Background: an optimization exercise with open tools, aiming at small area, a short achievable clock period and few clock cycles. Do not read the settings as production practice. Only simulation tests tie the RTL to the original design; equivalence was not proved. Power is estimated from default activity; no workload was simulated.

// pagerank_top
module pagerank_top (
	input wire clk,
	input wire rst,
	output logic [63:0] m_araddr,
	output logic [2:0] m_arprot,
	output logic m_arvalid,
	input wire m_arready,
	input wire [63:0] m_rdata,
	input wire [1:0] m_rresp,
	input wire m_rvalid,
	output logic m_rready,
	output logic [63:0] m_awaddr,
	output logic [2:0] m_awprot,
	output logic m_awvalid,
	input wire m_awready,
	output logic [63:0] m_wdata,
	output logic [7:0] m_wstrb,
	output logic m_wvalid,
	input wire m_wready,
	input wire [1:0] m_bresp,
	input wire m_bvalid,
	output logic m_bready,
	input wire softreg_req_valid,
	input wire softreg_req_is_write,
	input wire [31:0] softreg_req_addr,
	input wire [63:0] softreg_req_data,
	output logic softreg_resp_valid,
	output logic [63:0] softreg_resp_data
);
For scale: ~450 I/O pins, about 79000 um2 of cells after synthesis.
Settings: LEC_CHECK=0, CAP_MARGIN=20, CORE_MARGIN=2, CORE_UTILIZATION=55, PLACE_DENSITY=0.75, SLEW_MARGIN=20; clock period 7.0 ns.
run.sh (not shown) runs the stock make flow with config.mk's settings and CLKGATE_MAP_FILE= SYNTH_SCRIPT=/design/flow/synth_recipe.tcl, a recipe that flattens the netlist after the stock synthesis.
The baseline completed without violations.
Testbench counts at the start, summed over its fixed seeds: cycles 20,343.
Edit:
--- a/flow/config.mk
+++ b/flow/config.mk
@@ -10,2 +10,2 @@
-export CORE_UTILIZATION = 55
-export PLACE_DENSITY = 0.75
+export CORE_UTILIZATION = 40
+export PLACE_DENSITY = 0.6
After rerunning: Sequential share of layout area drops by 0.58 points; worst setup slack is better by 0.38 ns; worst hold slack is better by 0.010 ns; clock power climbs by about 2.8%; cell area climbs by 1.3%.

---

exp/quartz:
Another version of the RTL of pagerank_top (not shown whole).
For scale: roughly 450 I/O pins, roughly 79,000 sq um of cells after synthesis.
clock: 7.0 ns
lec_check: 0
cap_margin: 20
core_margin: 2
core_utilization: 40
place_density: 0.6
setup_slack_margin: 2.0
slew_margin: 20
Testbench counts of exp/quartz, summed over its fixed seeds: cycles 20,343.
The following lists how exp/sierra was set up differently from exp/quartz:
- a change of SETUP_SLACK_MARGIN from 2.0 to 3.0
Notes after the runs:
Every stage of the flow completed for exp/sierra, and the final layout passed the timing, design-rule and antenna checks. On depth of the critical timing path with buffers and inverters included: between exp/sierra and exp/quartz, it ends up lower for exp/quartz. exp/sierra vs exp/quartz: final area up. in -> reg as the startpoint-to-endpoint class of the critical path was reported by exp/quartz, and reg -> reg by exp/sierra. The final reports for exp/sierra and exp/quartz show all-layer global routing usage higher in the former.
Input changes introduced in exp/harbor (baseline for comparison: exp/sierra):
- SETUP_SLACK_MARGIN no longer set, was 3.0
[summary]
- The switching portion of total power number comes out lower for exp/harbor vs exp/sierra.
- exp/harbor vs. exp/sierra: critical path depth has decreased, all-layer global routing usage has decreased, number of vias after detailed routing has decreased, layout overhead on the synthesized area has decreased.
- Fmax | exp/harbor vs exp/sierra | exp/harbor slower
- Re footprint of the multi-input gates: exp/sierra and exp/harbor aren't equal, and the higher value belongs to exp/sierra.
- In exp/harbor, the antenna diode count came out 2 above the value in exp/sierra.

---

pagerank_top again, from the RTL that the note above started with.
make LEC_CHECK=0 CAP_MARGIN=20 CORE_MARGIN=2 CORE_UTILIZATION=40 PLACE_DENSITY=0.6 SETUP_SLACK_MARGIN=3.5 SLEW_MARGIN=20 finish   # period 7.0 ns
Testbench counts at the start, summed over its fixed seeds: cycles 20,343.
Next try:
--- a/flow/config.mk
+++ b/flow/config.mk
@@ -10,4 +10,4 @@
 export CORE_UTILIZATION = 40
 export PLACE_DENSITY = 0.6
-export SETUP_SLACK_MARGIN = 3.5
+export SETUP_SLACK_MARGIN = 2.5
 export SLEW_MARGIN = 20
Final cell count fell by about 2.2%.
Routed wire length fell by 3.8%.
Final area fell by 4.7%.

---

try-umber:
pagerank_top, a different RTL version from the one above (not shown whole).
For scale: about 1,400 flip-flops, roughly 450 I/O pins.
## pagerank_top
module pagerank_top (
	input wire clk,
	input wire rst,
	output logic [63:0] m_araddr,
	output logic [2:0] m_arprot,
	output logic m_arvalid,
	input wire m_arready,
	input wire [63:0] m_rdata,
	input wire [1:0] m_rresp,
	input wire m_rvalid,
	output logic m_rready,
	output logic [63:0] m_awaddr,
	output logic [2:0] m_awprot,
	output logic m_awvalid,
	input wire m_awready,
	output logic [63:0] m_wdata,
	output logic [7:0] m_wstrb,
	output logic m_wvalid,
	input wire m_wready,
	input wire [1:0] m_bresp,
	input wire m_bvalid,
	output logic m_bready,
	input wire softreg_req_valid,
	input wire softreg_req_is_write,
	input wire [31:0] softreg_req_addr,
	input wire [63:0] softreg_req_data,
	output logic softreg_resp_valid,
	output logic [63:0] softreg_resp_data
);
Settings: LEC_CHECK=0, CAP_MARGIN=20, CORE_MARGIN=2, CORE_UTILIZATION=40, PLACE_DENSITY=0.6, SETUP_SLACK_MARGIN=3.0, SLEW_MARGIN=20; clock period 7.0 ns.
Every stage of the flow completed for try-umber, and the final layout passed the timing, design-rule and antenna checks.
Testbench counts of try-umber, summed over its fixed seeds: cycles 20,379.
Changes in try-delta relative to try-umber:
- swapping 3.0 for 2.5 in SETUP_SLACK_MARGIN
==> comparison <==
- try-delta | status: complete | timing, DRC, antenna: pass
- On try-delta: global-route usage is 0.56 points lower than what try-umber gave.
- Basic-gate share of the synthesized area counting and, or, nand and nor cells delta (try-delta -> try-umber): insignificant
- try-delta: hold slack 0.0082 ns below try-umber
- Compared with try-umber, in try-delta global-route wire length before repair shrank by 1.9%, slew at the pin with the worst max-slew slack now sits lower, proportion of power drawn by combinational gates fell by 0.9 points, clock skew shows a reduction of 0.0062 ns, logic depth of the worst setup path including buffers moved up.
- The sequential share of layout area number comes out lower for try-umber vs try-delta.
- Any difference in fmax between try-umber and try-delta is small enough to ignore.
--- input diff try-delta..try-tundra ---
- removing SETUP_SLACK_MARGIN (formerly 2.5)
==> run notes <==
Diff try-delta -> try-tundra: clock power increased 5.4%, wire length of the first global-routing pass decreased 0.47%, routed metal-1 wire length decreased 0.56%, portion of total power attributed to combinational logic decreased 1.3 points.
try-tundra gives less register-to-register slack than try-delta did.
Delta(cell count, try-tundra - try-delta) < 0
Of the two values seen for source of the critical timing path, m_rdata[39] was produced by try-delta and u_vertex_engine.sum[37] by try-tundra.
Delta (try-tundra minus try-delta): count of different cell masters after synthesis held steady; post-detailed-routing wire length moved down; number of antenna violations at the first check in global routing now sits lower.
Compare try-tundra and try-delta | final-layout non-clock buffer area share higher: try-delta

what the ideal ports hide:
Ports are ideal in the flow. The routed layouts listed here were re-timed in OpenROAD.
Step 1, drivers: a clkbuf_16 drives clk and a buf_2 each remaining input, both assumed.
Step 2 moves the port delays by t, midway between the first and last clock arrival at a register: inputs arrive t later, outputs are due t later. That takes back most of the time a late clock gives input paths.
Three values: ideal ports, drivers, drivers and shift; two values: the first two.
run	shift t [ns]	slack for setup (ns)	hold WS [ns]	slew at the worst register clock pin (ns)	worst data-port slew with drivers (ns)
the first run of note 1	0.879	1.327 / 1.327 / 1.327	0.428 / 0.428 / 0.428	0.07 / 0.07	0.18
the second run of note 1	0.916	1.709 / 1.709 / 1.709	0.439 / 0.439 / 0.439	0.07 / 0.07	0.21
exp/quartz	0.881	2.200 / 2.229 / 1.382	0.445 / 0.445 / 0.445	0.07 / 0.07	0.18
exp/sierra	0.893	2.856 / 2.856 / 2.195	0.449 / 0.449 / 0.449	0.07 / 0.07	0.22
exp/harbor	0.893	1.485 / 1.485 / 1.485	0.451 / 0.451 / 0.451	0.07 / 0.07	0.24
the first run of note 3	0.894	2.714 / 2.714 / 2.714	0.449 / 0.449 / 0.449	0.07 / 0.07	0.21
the second run of note 3	0.905	2.462 / 2.462 / 1.825	0.451 / 0.451 / 0.451	0.07 / 0.07	0.21
try-umber	0.901	2.542 / 2.547 / 1.647	0.451 / 0.451 / 0.451	0.07 / 0.07	0.15
try-delta	0.894	2.542 / 2.540 / 1.646	0.443 / 0.443 / 0.443	0.07 / 0.07	0.17
try-tundra	0.906	1.726 / 1.698 / 0.792	0.435 / 0.435 / 0.435	0.07 / 0.07	0.18
After both steps every run listed still meets setup and hold. For try-tundra, which loses most, drivers alone change the setup slack by -0.028 ns; drivers and shift together by -0.934 ns.
